Background: an optimization exercise with open tools, aiming at small area, a short achievable clock period and few clock cycles per item. Do not read the settings as production practice.
Only simulation tests tie the RTL to the original design; equivalence was not proved.
Power is estimated from default activity; no workload was simulated.

==> inputs of run F <==
Design row_activity_bound_checker, start of the top module:
module row_activity_bound_checker (
   input  logic        clock,
   input  logic        reset,
   input  logic        req_valid,
   output logic        req_ready,
   input  logic [31:0] req_coefficient,
   input  logic [31:0] req_var_low,
   input  logic        req_var_low_infinite,
   input  logic [31:0] req_var_high,
   input  logic        req_var_high_infinite,
   input  logic [31:0] req_row_low,
   input  logic        req_row_low_infinite,
   input  logic [31:0] req_row_high,
   input  logic        req_row_high_infinite,
   input  logic        req_last_term,
   output logic        rsp_valid,
   input  logic        rsp_ready,
   output logic [63:0] rsp_least_activity,
   output logic        rsp_min_unbounded,
   output logic [63:0] rsp_greatest_activity,
   output logic        rsp_max_unbounded,
   output logic [1:0]  rsp_verdict,
   input  logic        csr_write_en,
   input  logic [15:0] csr_write_data
);
   logic [15:0]        tolerance;
   logic               accept, hold, hold_next;
   logic               t_valid;
   logic [65:0]        t_min_s, t_min_c, t_max_s, t_max_c;
  ...
clock: 10.0 ns
lec_check: 0
cap_margin: 20
core_margin: 2
core_utilization: 40
setup_slack_margin: 5
slew_margin: 20
synth_hierarchical: 1
tns_end_percent: 100
run.sh (not shown) runs the stock make flow with config.mk's settings and CLKGATE_MAP_FILE= SYNTH_SCRIPT=/design/flow/synth_recipe.tcl, a recipe that flattens the netlist after the stock synthesis.
==> inputs of run C, as changes to run F <==
--- a/flow/design.v
+++ b/flow/design.v
@@ -85,20 +85,10 @@
    logic               significant;
    logic [15:0]        mn_one, mn_two, mn_neg, mx_one, mx_two, mx_neg;
    logic signed [32:0] hi_eps, lo_eps;
    logic signed [32:0] tol_wide;
    assign tol_wide = {17'd0, tolerance};
-   logic [33:0] cross_s, cross_c;
-   logic        cross_neg;
-   rabc_csa #(.W(34)) u_cross_csa (
-      .a  ({{2{s1_row_low[31]}}, s1_row_low}),
-      .b  (~{{2{s1_row_high[31]}}, s1_row_high}),
-      .c  (~{18'd0, tolerance}),
-      .s  (cross_s),
-      .co (cross_c)
-   );
-   rabc_sign #(.W(34)) u_cross_sign (.a(cross_s), .b({cross_c[32:0], 1'b1}), .s(cross_neg));
    always_comb begin
       c_mag       = s1_coef[30:0] ^ {31{s1_coef[31]}};
       significant = {c_mag, s1_coef[31]} > {15'd0, tolerance, 1'b0};
       for (int i = 0; i < 16; i++) begin
          mn_one[i] = (i == 0) ? s1_coef[0] : s1_one[i];
@@ -2449,11 +2439,12 @@
          t_max_inf      <= n_max_inf;
          t_hi_eps       <= hi_eps;
          t_lo_eps       <= lo_eps;
          t_row_low_inf  <= s1_row_low_inf;
          t_row_high_inf <= s1_row_high_inf;
-         t_row_cross    <= !s1_row_low_inf && !s1_row_high_inf && !cross_neg;
+         t_row_cross    <= !s1_row_low_inf && !s1_row_high_inf
+                           && 33'(s1_row_low) > hi_eps;
          t_last         <= s1_last;
       end
    end
    assign t_min_s[0] = t_neg0;
    assign t_min_s[64] = 1'b1;
@@ -2682,23 +2673,23 @@
    output logic        ge_lo
 );
    logic [65:0] b66, x, y, z;
    logic [49:0] xh, yh, xl, yl;
    logic [15:0] low_s, low_c;
+   logic [65:0] dh, dl;
    assign b66 = {{2{base[63]}}, base};
    rabc_csa #(.W(66)) u_csa (.a(b66), .b(s), .c(c), .s(x), .co(y));
    assign z = {y[64:0], 1'b0};
    assign r = x + z;
    assign low_s = ~(x[15:0] ^ z[15:0]);
    assign low_c = x[15:0] | z[15:0];
    rabc_csa #(.W(50)) u_hi (.a(x[65:16]), .b(z[65:16]), .c(hi_not), .s(xh), .co(yh));
    rabc_csa #(.W(50)) u_lo (.a(x[65:16]), .b(z[65:16]), .c(lo_not), .s(xl), .co(yl));
-   logic sh, sl;
-   rabc_sign #(.W(66)) u_sh (.a({xh, low_s}), .b({yh[48:0], low_c, 1'b0}), .s(sh));
-   rabc_sign #(.W(66)) u_sl (.a({xl, low_s}), .b({yl[48:0], low_c, 1'b1}), .s(sl));
-   assign gt_hi = !sh;
-   assign ge_lo = !sl;
+   assign dh = {xh, low_s} + {yh[48:0], low_c, 1'b0};
+   assign dl = {xl, low_s} + {yl[48:0], low_c, 1'b1};
+   assign gt_hi = !dh[65];
+   assign ge_lo = !dl[65];
 endmodule
 module rabc_csa #(
    parameter int W = 66
 ) (
    input  logic [W-1:0] a,
@@ -2709,77 +2700,10 @@
 );
    for (genvar i = 0; i < W; i++) begin : g_bit
       rabc_fa u_fa (.a(a[i]), .b(b[i]), .c(c[i]), .s(s[i]), .co(co[i]));
    end
 endmodule
-module rabc_sign #(
-   parameter int W = 66
-) (
-   input  logic [W-1:0] a,
-   input  logic [W-1:0] b,
-   output logic         s
-);
-   localparam int N = W - 1;             
-   localparam int L = $clog2(N);
-   logic [W-1:0] p0, g0;
-   logic [N-1:0] g [0:L];
-   logic [N-1:0] p [0:L];
-   for (genvar i = 0; i < W; i++) begin : g_in
-      rabc_ha u_ha (.a(a[i]), .b(b[i]), .s(p0[i]), .co(g0[i]));
-   end
-   assign g[0] = g0[N-1:0];
-   assign p[0] = p0[N-1:0];
-   for (genvar l = 0; l < L; l++) begin : g_lvl
-      localparam int NL = (N + (1 << l) - 1) >> l;
-      localparam int NN = (NL + 1) >> 1;
-      for (genvar k = 0; k < NN; k++) begin : g_node
-         if (2 * k + 1 >= NL) begin : g_pass
-            assign g[l+1][k] = g[l][2*k];
-            assign p[l+1][k] = p[l][2*k];
-         end else if (k == 0) begin : g_low
-            rabc_g u_g (.gh(g[l][1]), .ph(p[l][1]), .gl(g[l][0]), .g(g[l+1][0]));
-            assign p[l+1][0] = 1'b0;
-         end else begin : g_mid
-            rabc_gp u_gp (.gh(g[l][2*k+1]), .ph(p[l][2*k+1]), .gl(g[l][2*k]),
-                          .pl(p[l][2*k]), .g(g[l+1][k]), .p(p[l+1][k]));
-         end
-      end
-      for (genvar k = NN; k < N; k++) begin : g_unused
-         assign g[l+1][k] = 1'b0;
-         assign p[l+1][k] = 1'b0;
-      end
-   end
-   assign s = p0[W-1] ^ g[L][0];
-endmodule
-module rabc_gp (
-   input  logic gh,
-   input  logic ph,
-   input  logic gl,
-   input  logic pl,
-   output logic g,
-   output logic p
-);
-   assign g = gh | (ph & gl);
-   assign p = ph & pl;
-endmodule
-module rabc_g (
-   input  logic gh,
-   input  logic ph,
-   input  logic gl,
-   output logic g
-);
-   assign g = gh | (ph & gl);
-endmodule
-module rabc_ha (
-   input  logic a,
-   input  logic b,
-   output logic s,
-   output logic co
-);
-   assign s  = a ^ b;
-   assign co = a & b;
-endmodule
 module row_activity_bound_checker (
    input  logic        clock,
    input  logic        reset,
    input  logic        req_valid,
    output logic        req_ready,
==> inputs of run G, as changes to run F <==
--- a/flow/design.v
+++ b/flow/design.v
@@ -85,20 +85,10 @@
    logic               significant;
    logic [15:0]        mn_one, mn_two, mn_neg, mx_one, mx_two, mx_neg;
    logic signed [32:0] hi_eps, lo_eps;
    logic signed [32:0] tol_wide;
    assign tol_wide = {17'd0, tolerance};
-   logic [33:0] cross_s, cross_c;
-   logic        cross_neg;
-   rabc_csa #(.W(34)) u_cross_csa (
-      .a  ({{2{s1_row_low[31]}}, s1_row_low}),
-      .b  (~{{2{s1_row_high[31]}}, s1_row_high}),
-      .c  (~{18'd0, tolerance}),
-      .s  (cross_s),
-      .co (cross_c)
-   );
-   rabc_sign #(.W(34)) u_cross_sign (.a(cross_s), .b({cross_c[32:0], 1'b1}), .s(cross_neg));
    always_comb begin
       c_mag       = s1_coef[30:0] ^ {31{s1_coef[31]}};
       significant = {c_mag, s1_coef[31]} > {15'd0, tolerance, 1'b0};
       for (int i = 0; i < 16; i++) begin
          mn_one[i] = (i == 0) ? s1_coef[0] : s1_one[i];
@@ -2449,11 +2439,12 @@
          t_max_inf      <= n_max_inf;
          t_hi_eps       <= hi_eps;
          t_lo_eps       <= lo_eps;
          t_row_low_inf  <= s1_row_low_inf;
          t_row_high_inf <= s1_row_high_inf;
-         t_row_cross    <= !s1_row_low_inf && !s1_row_high_inf && !cross_neg;
+         t_row_cross    <= !s1_row_low_inf && !s1_row_high_inf
+                           && 33'(s1_row_low) > hi_eps;
          t_last         <= s1_last;
       end
    end
    assign t_min_s[0] = t_neg0;
    assign t_min_s[64] = 1'b1;
@@ -2682,23 +2673,23 @@
    output logic        ge_lo
 );
    logic [65:0] b66, x, y, z;
    logic [49:0] xh, yh, xl, yl;
    logic [15:0] low_s, low_c;
+   logic [65:0] dh, dl;
    assign b66 = {{2{base[63]}}, base};
    rabc_csa #(.W(66)) u_csa (.a(b66), .b(s), .c(c), .s(x), .co(y));
    assign z = {y[64:0], 1'b0};
    assign r = x + z;
    assign low_s = ~(x[15:0] ^ z[15:0]);
    assign low_c = x[15:0] | z[15:0];
    rabc_csa #(.W(50)) u_hi (.a(x[65:16]), .b(z[65:16]), .c(hi_not), .s(xh), .co(yh));
    rabc_csa #(.W(50)) u_lo (.a(x[65:16]), .b(z[65:16]), .c(lo_not), .s(xl), .co(yl));
-   logic sh, sl;
-   rabc_sign #(.W(66)) u_sh (.a({xh, low_s}), .b({yh[48:0], low_c, 1'b0}), .s(sh));
-   rabc_sign #(.W(66)) u_sl (.a({xl, low_s}), .b({yl[48:0], low_c, 1'b1}), .s(sl));
-   assign gt_hi = !sh;
-   assign ge_lo = !sl;
+   assign dh = {xh, low_s} + {yh[48:0], low_c, 1'b0};
+   assign dl = {xl, low_s} + {yl[48:0], low_c, 1'b1};
+   assign gt_hi = !dh[65];
+   assign ge_lo = !dl[65];
 endmodule
 module rabc_csa #(
    parameter int W = 66
 ) (
    input  logic [W-1:0] a,
@@ -2709,77 +2700,10 @@
 );
    for (genvar i = 0; i < W; i++) begin : g_bit
       rabc_fa u_fa (.a(a[i]), .b(b[i]), .c(c[i]), .s(s[i]), .co(co[i]));
    end
 endmodule
-module rabc_sign #(
-   parameter int W = 66
-) (
-   input  logic [W-1:0] a,
-   input  logic [W-1:0] b,
-   output logic         s
-);
-   localparam int N = W - 1;             
-   localparam int L = $clog2(N);
-   logic [W-1:0] p0, g0;
-   logic [N-1:0] g [0:L];
-   logic [N-1:0] p [0:L];
-   for (genvar i = 0; i < W; i++) begin : g_in
-      rabc_ha u_ha (.a(a[i]), .b(b[i]), .s(p0[i]), .co(g0[i]));
-   end
-   assign g[0] = g0[N-1:0];
-   assign p[0] = p0[N-1:0];
-   for (genvar l = 0; l < L; l++) begin : g_lvl
-      localparam int NL = (N + (1 << l) - 1) >> l;
-      localparam int NN = (NL + 1) >> 1;
-      for (genvar k = 0; k < NN; k++) begin : g_node
-         if (2 * k + 1 >= NL) begin : g_pass
-            assign g[l+1][k] = g[l][2*k];
-            assign p[l+1][k] = p[l][2*k];
-         end else if (k == 0) begin : g_low
-            rabc_g u_g (.gh(g[l][1]), .ph(p[l][1]), .gl(g[l][0]), .g(g[l+1][0]));
-            assign p[l+1][0] = 1'b0;
-         end else begin : g_mid
-            rabc_gp u_gp (.gh(g[l][2*k+1]), .ph(p[l][2*k+1]), .gl(g[l][2*k]),
-                          .pl(p[l][2*k]), .g(g[l+1][k]), .p(p[l+1][k]));
-         end
-      end
-      for (genvar k = NN; k < N; k++) begin : g_unused
-         assign g[l+1][k] = 1'b0;
-         assign p[l+1][k] = 1'b0;
-      end
-   end
-   assign s = p0[W-1] ^ g[L][0];
-endmodule
-module rabc_gp (
-   input  logic gh,
-   input  logic ph,
-   input  logic gl,
-   input  logic pl,
-   output logic g,
-   output logic p
-);
-   assign g = gh | (ph & gl);
-   assign p = ph & pl;
-endmodule
-module rabc_g (
-   input  logic gh,
-   input  logic ph,
-   input  logic gl,
-   output logic g
-);
-   assign g = gh | (ph & gl);
-endmodule
-module rabc_ha (
-   input  logic a,
-   input  logic b,
-   output logic s,
-   output logic co
-);
-   assign s  = a ^ b;
-   assign co = a & b;
-endmodule
 module row_activity_bound_checker (
    input  logic        clock,
    input  logic        reset,
    input  logic        req_valid,
    output logic        req_ready,
==> flow/config.mk (replaced) <==
export PLATFORM = sky130hd
export DESIGN_NAME = row_activity_bound_checker
export DESIGN_NICKNAME = row_activity_bound_checker
export VERILOG_FILES = /design/flow/design.v
export SDC_FILE = /design/flow/constraint.sdc
export NUM_CORES = 4
export LEC_CHECK = 0
export CAP_MARGIN = 10
export CORE_MARGIN = 2
export CORE_UTILIZATION = 55
export SETUP_SLACK_MARGIN = 5
export SLEW_MARGIN = 10
export SYNTH_HIERARCHICAL = 1
export TNS_END_PERCENT = 10
==> reports/results.tsv <==
stage	metric	value	unit
power_and_ir_drop	internal power	0.0171	W
run_status	status	finished clean	
die	Tapcells	3167	
timing	Final WS setup	5.05	ns
timing	skew final	0.0690	ns
placed_design	Placed Cells	11556	
the above is filed under run F

==> reports/results.tsv <==
stage	metric	value	unit
run_status	status	finished clean	
hold_path	Hold EP	u_front.t_last	
die	io pins	320	
placed_design	Placed Cells	11054	
setup_path	CP delay by family, top	compound AO/OA/AOI/OAI gates	
yosys	register area share after synthesis	26.8	%
timing	Final WS setup	5.06	ns
setup_path	Worst EP required	10.62	ns
timing	Max-slew headroom	27.9	%
timing	skew final	0.101	ns
power_and_ir_drop	internal power	0.0172	W
the above is filed under run C

==> reports/results.tsv <==
stage	metric	value	unit
timing	Final WS setup	4.96	ns
power_and_ir_drop	internal power	0.0172	W
die	Tapcells	2204	
timing	skew final	0.0544	ns
die	Core Region	0.166	mm²
run_status	status	finished clean	
the above is filed under run G

Testbench counts of run F, summed over its fixed seeds: cycles 24,070, terms 24,046.
Testbench counts of run C, summed over its fixed seeds: cycles 24,070, terms 24,046.
Testbench counts of run G, summed over its fixed seeds: cycles 24,070, terms 24,046.

## static timing again, ports no longer ideal
The results above use ideal ports. As a check the final layouts listed here were re-extracted and re-timed, cells and wires unchanged. Step 1 assumes that a clkbuf_16 drives the clock port and a buf_2 every other input. Step 2 moves the port delays by t, midway between the first and last clock arrival at a register: inputs arrive t later, outputs are due t later. That takes back most of the time a late clock gives input paths. a / b / c = ideal / step 1 / step 2; a / b = the first two.
run | t (ns) | setup WS [ns] | hold WS [ns] | worst setup path at the end | worst register clock-pin slew, ns
run F | 0.861 | 5.055 / 5.016 / 5.055 | 0.420 / 0.420 / 0.420 | register to register | 0.07 / 0.07
run C | 0.854 | 5.057 / 5.057 / 5.057 | 0.432 / 0.432 / 0.432 | register to register | 0.08 / 0.08
run G | 0.839 | 4.957 / 4.957 / 4.749 | 0.430 / 0.430 / 0.430 | input to register | 0.08 / 0.08
After both steps setup and hold are still met in every run listed. The setup slack of run G, which loses most, moves by 0.000 ns with the drivers and by -0.208 ns with both steps.
